Context: an optimization exercise on an open-source flow, tuned for small area. The choices shown serve that exercise and are no tape-out recipe. At most, simulation tests tie the RTL to the original design; equivalence was not proved. Power and IR drop assume default switching activity.

==> lagoon <==
## tetris_core
module tetris_core (
    input  logic        clk,
    input  logic        rst_n,
    input  logic [2:0]  cmd,
    input  logic        cmd_req,
    output logic        cmd_ack,
    input  logic [2:0]  next_piece,
    output logic        playing,
    output logic        game_over,
    output logic [15:0] score,
    output logic [2:0]  cur_piece,
    output logic [3:0]  piece_x,
    output logic [4:0]  piece_y,
    output logic [1:0]  piece_rot,
    input  logic [4:0]  row_sel,
    output logic [9:0]  row_bits
);
    localparam int GRAVITY_CYCLES = 3000;
    logic             score_clear;
    logic             score_incr;
    logic [3:0]       tst_pos_x;
    logic [4:0]       tst_pos_y;
    logic [1:0]       tst_rot;
    logic [3:0][9:0]  tst_cols;
    logic [19:0]      tst_rows;
    logic             hit;
    logic             land_en;
    logic             shift_en;
    logic [4:0]       shift_row;
    logic             clear_en;
    logic             board_ok;
    logic             full_found;
    logic [4:0]       full_row;
    game_ctrl #(
        .GRAVITY_CYCLES(GRAVITY_CYCLES)
    ) i_game_ctrl (
        .clk        (clk),
        .rst_n      (rst_n),
        .cmd        (cmd),
        .cmd_req    (cmd_req),
        .cmd_ack    (cmd_ack),
        .next_piece (next_piece),
        .tst_pos_x  (tst_pos_x),
        .tst_pos_y  (tst_pos_y),
        .tst_rot    (tst_rot),
        .hit        (hit),
        .land_en    (land_en),
        .shift_en   (shift_en),
        .shift_row  (shift_row),
        .board_ok   (board_ok),
        .clear_en   (clear_en),
        .full_found (full_found),
        .full_row   (full_row),
        .score_clear(score_clear),
        .score_incr (score_incr),
        .playing    (playing),
        .game_over  (game_over),
        .cur_piece  (cur_piece),
        .piece_x    (piece_x),
        .piece_y    (piece_y),
        .piece_rot  (piece_rot)
    );
    piece_shape i_tst_shape (
        .piece(cur_piece),
        .pos_x(tst_pos_x),
        .pos_y(tst_pos_y),
        .rot  (tst_rot),
        .cols (tst_cols),
        .rows (tst_rows)
    );
    board_map i_board_map (
        .clk       (clk),
        .rst_n     (rst_n),
        .cols      (tst_cols),
        .rows      (tst_rows),
        .land_en   (land_en),
        .shift_en  (shift_en),
        .shift_row (shift_row),
  ...
export LEC_CHECK = 0
export CAP_MARGIN = 20
export CELL_PAD_IN_SITES_DETAIL_PLACEMENT = 1
export CELL_PAD_IN_SITES_GLOBAL_PLACEMENT = 1
export CORE_MARGIN = 2
export CORE_UTILIZATION = 40
export GPL_TIMING_DRIVEN = 0
export SETUP_SLACK_MARGIN = 0.9
export SLEW_MARGIN = 20
create_clock -name core_clock -period 10.0 [get_ports {clk}]
standard.sh (not shown) runs the stock make flow with config.mk's settings and CLKGATE_MAP_FILE= SYNTH_SCRIPT=/design/flow/synth_recipe.tcl, a recipe that flattens the netlist after the stock synthesis.
==> flow/flow/run.sh <==
#!/bin/bash
# Standard ORFS layout with an area-oriented ABC mapping (no adder
# extraction, no buffering or upsizing in ABC), small port buffers and a
# clock tree without dummy loads.
set -uo pipefail
here=$(pwd)
export FLOW_ABC_SCRIPT=$here/flow/area.script
bash standard.sh \
  SYNTH_SCRIPT=$here/flow/synth.tcl \
  ADDER_MAP_FILE= \
  "BUFFER_PORTS_ARGS=-buffer_cell sky130_fd_sc_hd__buf_1" \
  "CTS_ARGS=-sink_clustering_enable -repair_clock_nets -dont_use_dummy_load -buf_list sky130_fd_sc_hd__clkbuf_8 -sink_clustering_size 12 -sink_clustering_max_diameter 90" \
  finish > $here/orfs_make.log 2>&1
==> flow/flow/area.script <==
strash
dc2
resub -K 8
dc2
&get -n
&st
&dch
&nf -R 1000 -p -C 32
&put
==> flow/flow/synth.tcl <==
# synth_recipe.tcl with one change: the ABC mapping script is the area
# script beside this file instead of ORFS's speed script
proc synth {args} { yosys synth -nofsm -noshare {*}$args }
proc abc {args} {
  set i [lsearch -exact $args -script]
  if { $i >= 0 } {
    lset args [expr {$i + 1}] $::env(FLOW_ABC_SCRIPT)
  }
  yosys abc {*}$args
}
source $::env(SCRIPTS_DIR)/synth.tcl
# left out here: clear keep_hierarchy, flatten, clean up, hide names made inside functions, write 1_2_yosys.v
==> inputs of yarrow, as changes to lagoon <==
==> flow/flow/area.script (replaced) <==
&get -n
&st
&dch
&nf -R 1000 -p -C 32
&put
strash
&get -n
&st
&dch
&nf -R 1000 -p -C 32
&put
==> inputs of pepper, as changes to lagoon <==
SETUP_SLACK_MARGIN = default   (was 0.9)
==> comparison table <==
item	pepper	lagoon	yarrow
Status	timing/DRC/antenna clean	timing/DRC/antenna clean	timing/DRC/antenna clean
Remaining max-slew budget at the tightest pin	0.112	0.161	0.113
Register clock-pin slew on the reported worst setup and hold paths	0.08 ns	0.09 ns	0.09 ns
Number of antenna violations at the first check in global routing	1	4	0
Met2 wire len	31600 um	32100 um	27400 um
Area of the mapped netlist	0.0133 mm2	0.0133 mm2	0.0132 mm2
Total sequential power	0.00127 W	0.00128 W	0.00158 W
Source of the worst hold timing path	i_game_ctrl.grav_cnt[6]	i_game_ctrl.grav_cnt[6]	i_game_ctrl.grav_cnt[7]
Arrival time at the worst endpoint	10.18 ns	9.16 ns	8.65 ns
Final wirelength	82500 um	82600 um	65000 um
Final core area utilization	0.454	0.456	0.453
Post-DR wirelength/cell	39.0 um	39.0 um	30.5 um
Share of power burned in combinational logic	0.561	0.563	0.564
Required time of the critical path	10.53 ns	10.51 ns	10.49 ns
Slowest stage cell on the critical path	sky130_fd_sc_hd__or3_1	sky130_fd_sc_hd__xnor2_2	sky130_fd_sc_hd__and2_0
Final clock skew	0.0525 ns	0.0538 ns	0.0356 ns

========
==> inputs of job 8353 <==
Another version of the RTL of tetris_core (not shown whole).
==> flow/design.v (excerpt) <==
module tetris_core (
    input  logic        clk,
    input  logic        rst_n,
    input  logic [2:0]  cmd,
    input  logic        cmd_req,
    output logic        cmd_ack,
    input  logic [2:0]  next_piece,
    output logic        playing,
    output logic        game_over,
    output logic [15:0] score,
    output logic [2:0]  cur_piece,
    output logic [3:0]  piece_x,
    output logic [4:0]  piece_y,
    output logic [1:0]  piece_rot,
    input  logic [4:0]  row_sel,
    output logic [9:0]  row_bits
);
    localparam int GRAVITY_CYCLES = 3000;
    logic             score_clear;
    logic             score_incr;
    logic [3:0]       tst_pos_x;
    logic [4:0]       tst_pos_y;
    logic [1:0]       tst_rot;
    logic [3:0][9:0]  tst_cols;
    logic [19:0]      tst_rows;
    logic             hit;
    logic             land_en;
    logic             shift_en;
    logic [4:0]       shift_row;
    logic             clear_en;
    logic             board_ok;
    logic             full_found;
    logic [4:0]       full_row;
    game_ctrl #(
        .GRAVITY_CYCLES(GRAVITY_CYCLES)
    ) i_game_ctrl (
        .clk        (clk),
        .rst_n      (rst_n),
        .cmd        (cmd),
        .cmd_req    (cmd_req),
        .cmd_ack    (cmd_ack),
        .next_piece (next_piece),
        .tst_pos_x  (tst_pos_x),
        .tst_pos_y  (tst_pos_y),
        .tst_rot    (tst_rot),
        .hit        (hit),
        .land_en    (land_en),
        .shift_en   (shift_en),
        .shift_row  (shift_row),
        .board_ok   (board_ok),
        .clear_en   (clear_en),
        .full_found (full_found),
        .full_row   (full_row),
        .score_clear(score_clear),
        .score_incr (score_incr),
        .playing    (playing),
        .game_over  (game_over),
        .cur_piece  (cur_piece),
        .piece_x    (piece_x),
        .piece_y    (piece_y),
        .piece_rot  (piece_rot)
    );
  ...
==> module board_map, before the edit <==
module board_map (
    input  logic              clk,
    input  logic              rst_n,
    input  logic [3:0][9:0]   cols,
    input  logic [19:0]       rows,
    input  logic              land_en,
    input  logic              shift_en,
    input  logic [4:0]        shift_row,
    input  logic              clear_en,
    input  logic              board_ok,
    output logic              hit,
    input  logic [4:0]        box_y,
    output logic              full_found,
    output logic [4:0]        full_row,
    input  logic [4:0]        row_sel,
    output logic [9:0]        row_bits
);
    logic [19:0][9:0] fallen;
    logic [19:0]      row_hit;
    logic [19:0]      row_full;
    for (genvar r = 0; r < 20; r++) begin : g_row
        logic sh;
        assign sh = shift_en && shift_row == 5'(r);
        board_row i_row (
            .clk   (clk),
            .keep  (!sh && !clear_en),
            .pull  (r == 0 ? 1'b0 : sh),
            .put   (land_en & rows[r]),
            .in_box(rows[r]),
            .above (fallen[r == 0 ? 0 : r - 1]),
            .cols  (cols[r % 4]),
            .cells (fallen[r]),
            .hit   (row_hit[r]),
            .full  (row_full[r])
        );
    end
    assign hit = |row_hit;
    logic [3:0] full_mod;
    logic [3:0] full_at;
    logic [1:0] full_dy;
    always_comb begin
        full_mod = '0;
        for (int r = 0; r < 20; r++) begin
            full_mod[r % 4] = full_mod[r % 4] | (rows[r] & row_full[r]);
        end
        for (int d = 0; d < 4; d++) begin
            full_at[d] = full_mod[2'(d) + box_y[1:0]];
        end
        full_found = |full_at;
        full_dy = full_at[3] ? 2'd3 : full_at[2] ? 2'd2 : full_at[1] ? 2'd1 : 2'd0;
        full_row = box_y + 5'(full_dy);
    end
    logic [19:0] pick;
    always_comb begin
        for (int r = 0; r < 20; r++) begin
            pick[r] = row_sel == 5'(r) && board_ok;
        end
        row_bits = '0;
        for (int r = 0; r < 20; r++) begin
            row_bits = row_bits | ({10{pick[r]}} & fallen[r]);
        end
    end
endmodule
==> module tetris_core, before the edit <==
module tetris_core (
    input  logic        clk,
    input  logic        rst_n,
    input  logic [2:0]  cmd,
    input  logic        cmd_req,
    output logic        cmd_ack,
    input  logic [2:0]  next_piece,
    output logic        playing,
    output logic        game_over,
    output logic [15:0] score,
    output logic [2:0]  cur_piece,
    output logic [3:0]  piece_x,
    output logic [4:0]  piece_y,
    output logic [1:0]  piece_rot,
    input  logic [4:0]  row_sel,
    output logic [9:0]  row_bits
);
    localparam int GRAVITY_CYCLES = 3000;
    logic             score_clear;
    logic             score_incr;
    logic [3:0]       tst_pos_x;
    logic [4:0]       tst_pos_y;
    logic [1:0]       tst_rot;
    logic [3:0][9:0]  tst_cols;
    logic [19:0]      tst_rows;
    logic             hit;
    logic             land_en;
    logic             shift_en;
    logic [4:0]       shift_row;
    logic             clear_en;
    logic             board_ok;
    logic             full_found;
    logic [4:0]       full_row;
    game_ctrl #(
        .GRAVITY_CYCLES(GRAVITY_CYCLES)
    ) i_game_ctrl (
        .clk        (clk),
        .rst_n      (rst_n),
        .cmd        (cmd),
        .cmd_req    (cmd_req),
        .cmd_ack    (cmd_ack),
        .next_piece (next_piece),
        .tst_pos_x  (tst_pos_x),
        .tst_pos_y  (tst_pos_y),
        .tst_rot    (tst_rot),
        .hit        (hit),
        .land_en    (land_en),
        .shift_en   (shift_en),
        .shift_row  (shift_row),
        .board_ok   (board_ok),
        .clear_en   (clear_en),
        .full_found (full_found),
        .full_row   (full_row),
        .score_clear(score_clear),
        .score_incr (score_incr),
        .playing    (playing),
        .game_over  (game_over),
        .cur_piece  (cur_piece),
        .piece_x    (piece_x),
        .piece_y    (piece_y),
        .piece_rot  (piece_rot)
    );
    piece_shape i_tst_shape (
        .piece(cur_piece),
        .pos_x(tst_pos_x),
        .pos_y(tst_pos_y),
        .rot  (tst_rot),
        .cols (tst_cols),
        .rows (tst_rows)
    );
    board_map i_board_map (
        .clk       (clk),
        .rst_n     (rst_n),
        .cols      (tst_cols),
        .rows      (tst_rows),
        .land_en   (land_en),
        .shift_en  (shift_en),
        .shift_row (shift_row),
        .clear_en  (clear_en),
        .board_ok  (board_ok),
        .hit       (hit),
        .box_y     (piece_y),
        .full_found(full_found),
        .full_row  (full_row),
        .row_sel   (row_sel),
        .row_bits  (row_bits)
    );
    score_counter i_score_counter (
        .clk  (clk),
        .rst_n(rst_n),
        .clear(score_clear),
        .incr (score_incr),
        .score(score)
    );
endmodule
clock: 10.0 ns
lec_check: 0
cap_margin: 20
cell_pad_in_sites_detail_placement: 1
cell_pad_in_sites_global_placement: 1
core_margin: 2
core_utilization: 40
gpl_timing_driven: 0
slew_margin: 20
==> flow/flow/run.sh <==
#!/bin/bash
# Standard ORFS layout with an area-oriented ABC mapping (no adder
# extraction, no buffering or upsizing in ABC), small port buffers and a
# clock tree without dummy loads.
set -uo pipefail
here=$(pwd)
export FLOW_ABC_SCRIPT=$here/flow/area.script
bash standard.sh \
  SYNTH_SCRIPT=$here/flow/synth.tcl \
  ADDER_MAP_FILE= \
  "BUFFER_PORTS_ARGS=-buffer_cell sky130_fd_sc_hd__buf_1" \
  "CTS_ARGS=-sink_clustering_enable -repair_clock_nets -dont_use_dummy_load -buf_list sky130_fd_sc_hd__clkbuf_8 -sink_clustering_size 20 -sink_clustering_max_diameter 60" \
  finish > $here/orfs_make.log 2>&1
==> flow/flow/area.script <==
strash
dc2
resub -K 8
dc2
&get -n
&st
&dch
&nf -R 1000 -p -C 32
&put
Scripts as last shown in full above: flow/flow/synth.tcl
==> job 6523: changes against job 8353 <==
--- a/flow/design.v
+++ b/flow/design.v
@@ -108,7 +108,6 @@
     input  logic              clear_en,
     input  logic              board_ok,
     output logic              hit,
-    input  logic [4:0]        box_y,
     output logic              full_found,
     output logic [4:0]        full_row,
     input  logic [4:0]        row_sel,
@@ -134,20 +133,15 @@
         );
     end
     assign hit = |row_hit;
-    logic [3:0] full_mod;
-    logic [3:0] full_at;
-    logic [1:0] full_dy;
     always_comb begin
-        full_mod = '0;
+        full_found = 1'b0;
+        full_row   = '0;
         for (int r = 0; r < 20; r++) begin
-            full_mod[r % 4] = full_mod[r % 4] | (rows[r] & row_full[r]);
-        end
-        for (int d = 0; d < 4; d++) begin
-            full_at[d] = full_mod[2'(d) + box_y[1:0]];
+            if (row_full[r]) begin
+                full_found = 1'b1;
+                full_row   = 5'(r);
+            end
         end
-        full_found = |full_at;
-        full_dy = full_at[3] ? 2'd3 : full_at[2] ? 2'd2 : full_at[1] ? 2'd1 : 2'd0;
-        full_row = box_y + 5'(full_dy);
     end
     logic [19:0] pick;
     always_comb begin
@@ -471,7 +465,6 @@
         .clear_en  (clear_en),
         .board_ok  (board_ok),
         .hit       (hit),
-        .box_y     (piece_y),
         .full_found(full_found),
         .full_row  (full_row),
         .row_sel   (row_sel),
--- a/flow/flow/run.sh
+++ b/flow/flow/run.sh
@@ -9,5 +9,5 @@
   SYNTH_SCRIPT=$here/flow/synth.tcl \
   ADDER_MAP_FILE= \
   "BUFFER_PORTS_ARGS=-buffer_cell sky130_fd_sc_hd__buf_1" \
-  "CTS_ARGS=-sink_clustering_enable -repair_clock_nets -dont_use_dummy_load -buf_list sky130_fd_sc_hd__clkbuf_8 -sink_clustering_size 20 -sink_clustering_max_diameter 60" \
+  "CTS_ARGS=-sink_clustering_enable -repair_clock_nets -dont_use_dummy_load -buf_list sky130_fd_sc_hd__clkbuf_8 -sink_clustering_size 14 -sink_clustering_max_diameter 120" \
   finish > $here/orfs_make.log 2>&1
==> flow/flow/area.script (replaced) <==
&get -n
&st
&dch
&nf -R 1000 -p -C 32
&put
strash
&get -n
&st
&dch
&nf -R 1000 -p -C 32
&put
--- a/flow/config.mk
+++ b/flow/config.mk
@@ -11,4 +11,5 @@
 export CORE_MARGIN = 2
 export CORE_UTILIZATION = 40
 export GPL_TIMING_DRIVEN = 0
+export SETUP_SLACK_MARGIN = 0.9
 export SLEW_MARGIN = 20
==> job 2827: changes against job 8353 <==
--- a/flow/design.v
+++ b/flow/design.v
@@ -108,7 +108,6 @@
     input  logic              clear_en,
     input  logic              board_ok,
     output logic              hit,
-    input  logic [4:0]        box_y,
     output logic              full_found,
     output logic [4:0]        full_row,
     input  logic [4:0]        row_sel,
@@ -134,20 +133,15 @@
         );
     end
     assign hit = |row_hit;
-    logic [3:0] full_mod;
-    logic [3:0] full_at;
-    logic [1:0] full_dy;
     always_comb begin
-        full_mod = '0;
+        full_found = 1'b0;
+        full_row   = '0;
         for (int r = 0; r < 20; r++) begin
-            full_mod[r % 4] = full_mod[r % 4] | (rows[r] & row_full[r]);
-        end
-        for (int d = 0; d < 4; d++) begin
-            full_at[d] = full_mod[2'(d) + box_y[1:0]];
+            if (row_full[r]) begin
+                full_found = 1'b1;
+                full_row   = 5'(r);
+            end
         end
-        full_found = |full_at;
-        full_dy = full_at[3] ? 2'd3 : full_at[2] ? 2'd2 : full_at[1] ? 2'd1 : 2'd0;
-        full_row = box_y + 5'(full_dy);
     end
     logic [19:0] pick;
     always_comb begin
@@ -471,7 +465,6 @@
         .clear_en  (clear_en),
         .board_ok  (board_ok),
         .hit       (hit),
-        .box_y     (piece_y),
         .full_found(full_found),
         .full_row  (full_row),
         .row_sel   (row_sel),
--- a/flow/flow/run.sh
+++ b/flow/flow/run.sh
@@ -9,5 +9,5 @@
   SYNTH_SCRIPT=$here/flow/synth.tcl \
   ADDER_MAP_FILE= \
   "BUFFER_PORTS_ARGS=-buffer_cell sky130_fd_sc_hd__buf_1" \
-  "CTS_ARGS=-sink_clustering_enable -repair_clock_nets -dont_use_dummy_load -buf_list sky130_fd_sc_hd__clkbuf_8 -sink_clustering_size 20 -sink_clustering_max_diameter 60" \
+  "CTS_ARGS=-sink_clustering_enable -repair_clock_nets -dont_use_dummy_load -buf_list sky130_fd_sc_hd__clkbuf_8 -sink_clustering_size 12 -sink_clustering_max_diameter 90" \
   finish > $here/orfs_make.log 2>&1
--- a/flow/config.mk
+++ b/flow/config.mk
@@ -5,10 +5,11 @@
 export SDC_FILE = /design/flow/constraint.sdc
 export NUM_CORES = 4
 export LEC_CHECK = 0
-export CAP_MARGIN = 20
+export CAP_MARGIN = 5
 export CELL_PAD_IN_SITES_DETAIL_PLACEMENT = 1
 export CELL_PAD_IN_SITES_GLOBAL_PLACEMENT = 1
 export CORE_MARGIN = 2
 export CORE_UTILIZATION = 40
 export GPL_TIMING_DRIVEN = 0
-export SLEW_MARGIN = 20
+export SETUP_SLACK_MARGIN = 0.9
+export SLEW_MARGIN = 5
==> job 7738: changes against job 8353 <==
--- a/flow/design.v
+++ b/flow/design.v
@@ -108,7 +108,6 @@
     input  logic              clear_en,
     input  logic              board_ok,
     output logic              hit,
-    input  logic [4:0]        box_y,
     output logic              full_found,
     output logic [4:0]        full_row,
     input  logic [4:0]        row_sel,
@@ -134,20 +133,15 @@
         );
     end
     assign hit = |row_hit;
-    logic [3:0] full_mod;
-    logic [3:0] full_at;
-    logic [1:0] full_dy;
     always_comb begin
-        full_mod = '0;
+        full_found = 1'b0;
+        full_row   = '0;
         for (int r = 0; r < 20; r++) begin
-            full_mod[r % 4] = full_mod[r % 4] | (rows[r] & row_full[r]);
-        end
-        for (int d = 0; d < 4; d++) begin
-            full_at[d] = full_mod[2'(d) + box_y[1:0]];
+            if (row_full[r]) begin
+                full_found = 1'b1;
+                full_row   = 5'(r);
+            end
         end
-        full_found = |full_at;
-        full_dy = full_at[3] ? 2'd3 : full_at[2] ? 2'd2 : full_at[1] ? 2'd1 : 2'd0;
-        full_row = box_y + 5'(full_dy);
     end
     logic [19:0] pick;
     always_comb begin
@@ -471,7 +465,6 @@
         .clear_en  (clear_en),
         .board_ok  (board_ok),
         .hit       (hit),
-        .box_y     (piece_y),
         .full_found(full_found),
         .full_row  (full_row),
         .row_sel   (row_sel),
--- a/flow/config.mk
+++ b/flow/config.mk
@@ -10,5 +10,4 @@
 export CELL_PAD_IN_SITES_GLOBAL_PLACEMENT = 1
 export CORE_MARGIN = 2
 export CORE_UTILIZATION = 40
-export GPL_TIMING_DRIVEN = 0
 export SLEW_MARGIN = 20
==> notes.md <==
item	job 8353	job 2827	job 7738	job 6523
Maximum number of pins on one net before global-route repair	24	36	44	23
Clock latency on the worst-skew pair	0.67 ns	0.61 ns	0.68 ns	0.60 ns
Finished layout cell area	15,100 sq um	14,800 sq um	15,100 sq um	14,700 sq um
Final worst slack	0.650 ns	1.15 ns	0.883 ns	1.78 ns
Status	complete, no violations	failed layout checks	complete, no violations	complete, no violations
Reasons for failing layout checks	-	max-capacitance violations, max-slew violations	-	-
Wire length per cell	35.7 um	39.1 um	39.6 um	30.5 um
Area used by multi-input combinational logic	8000 sq um	7970 sq um	7840 sq um	7650 sq um
Standby leakage power	4.85 nW	4.81 nW	5.04 nW	4.94 nW
Number of vias per cell after detailed routing	7.65	7.91	7.95	7.25
Router iterations before antenna repair	12	11	12	14
Endpoint of the worst setup timing path	i_game_ctrl.piece_y[2]$_DFFE_PN0P_	i_game_ctrl.piece_rot[1]$_DFFE_PN0P_	i_game_ctrl.piece_x[2]$_DFFE_PN0P_	i_game_ctrl.piece_x[0]$_DFFE_PN0P_
Clock Power	0.595 mW	0.584 mW	0.652 mW	0.542 mW
Total power of the final layout	5.04 mW	4.28 mW	4.50 mW	4.91 mW
Number of cell instances on the worst register-to-register path	29	19	27	29
Sequential cell power	1.73 mW	1.28 mW	1.29 mW	1.58 mW
Count of non-CTS buffers in the layout	73	77	123	76
Worst slack on hold paths	0.473 ns	0.472 ns	0.463 ns	0.466 ns
Worst path depth	29	20	28	30
Leading cell type in the layout, fill and taps excluded	a222oi_1	dfxtp_1	dfxtp_1	a222oi_1
Synthesized-area fraction occupied by ao, oa, aoi and oai cells	33.5%	34.1%	34.1%	32.5%
Post-synthesis xor/xnor area fraction	1.95%	1.32%	1.32%	1.99%
All-Layer GR Usage	42.5%	45.7%	48.0%	37.2%
Syn_nets	1,616	1,583	1,583	1,601
No functional check of the RTL was part of job 8353.

==> static timing again, ports no longer ideal <==
In the flow no input, the clock included, has a driving cell. The finished layouts below were timed again as built, in two steps.
Step 1 sets driving cells, clkbuf_16 on the clock port and buf_2 on the other inputs (assumed; they add their load-dependent delay and slew).
Step 2 also shifts input and output timing later by t, the mid clock arrival at the registers, as if the neighbouring blocks saw the same clock.
Three values: no drivers, after step 1, after step 2; two values: the first two.
run | t (ns) | setup WS [ns] | worst hold slack (ns) | slew at the worst register clock pin (ns)
lagoon | 0.667 | 1.347 / 1.374 / 0.707 | 0.470 / 0.470 / 0.470 | 0.10 / 0.10
yarrow | 0.633 | 1.838 / 1.863 / 1.230 | 0.467 / 0.467 / 0.467 | 0.10 / 0.10
pepper | 0.669 | 0.351 / 0.379 / -0.290 | 0.470 / 0.470 / 0.470 | 0.10 / 0.10
job 8353 | 0.662 | 0.650 / 0.678 / 0.015 | 0.473 / 0.473 / 0.473 | 0.12 / 0.12
job 6523 | 0.624 | 1.776 / 1.799 / 1.175 | 0.466 / 0.466 / 0.466 | 0.11 / 0.11
job 2827 | 0.641 | 1.152 / 1.183 / 0.542 | 0.472 / 0.472 / 0.472 | 0.10 / 0.10
job 7738 | 0.695 | 0.883 / 0.909 / 0.214 | 0.463 / 0.463 / 0.463 | 0.11 / 0.11
Met with ideal ports but missed after step 2: setup timing in pepper. For job 7738, which loses most, drivers alone change the setup slack by +0.026 ns; drivers and shift together by -0.669 ns.
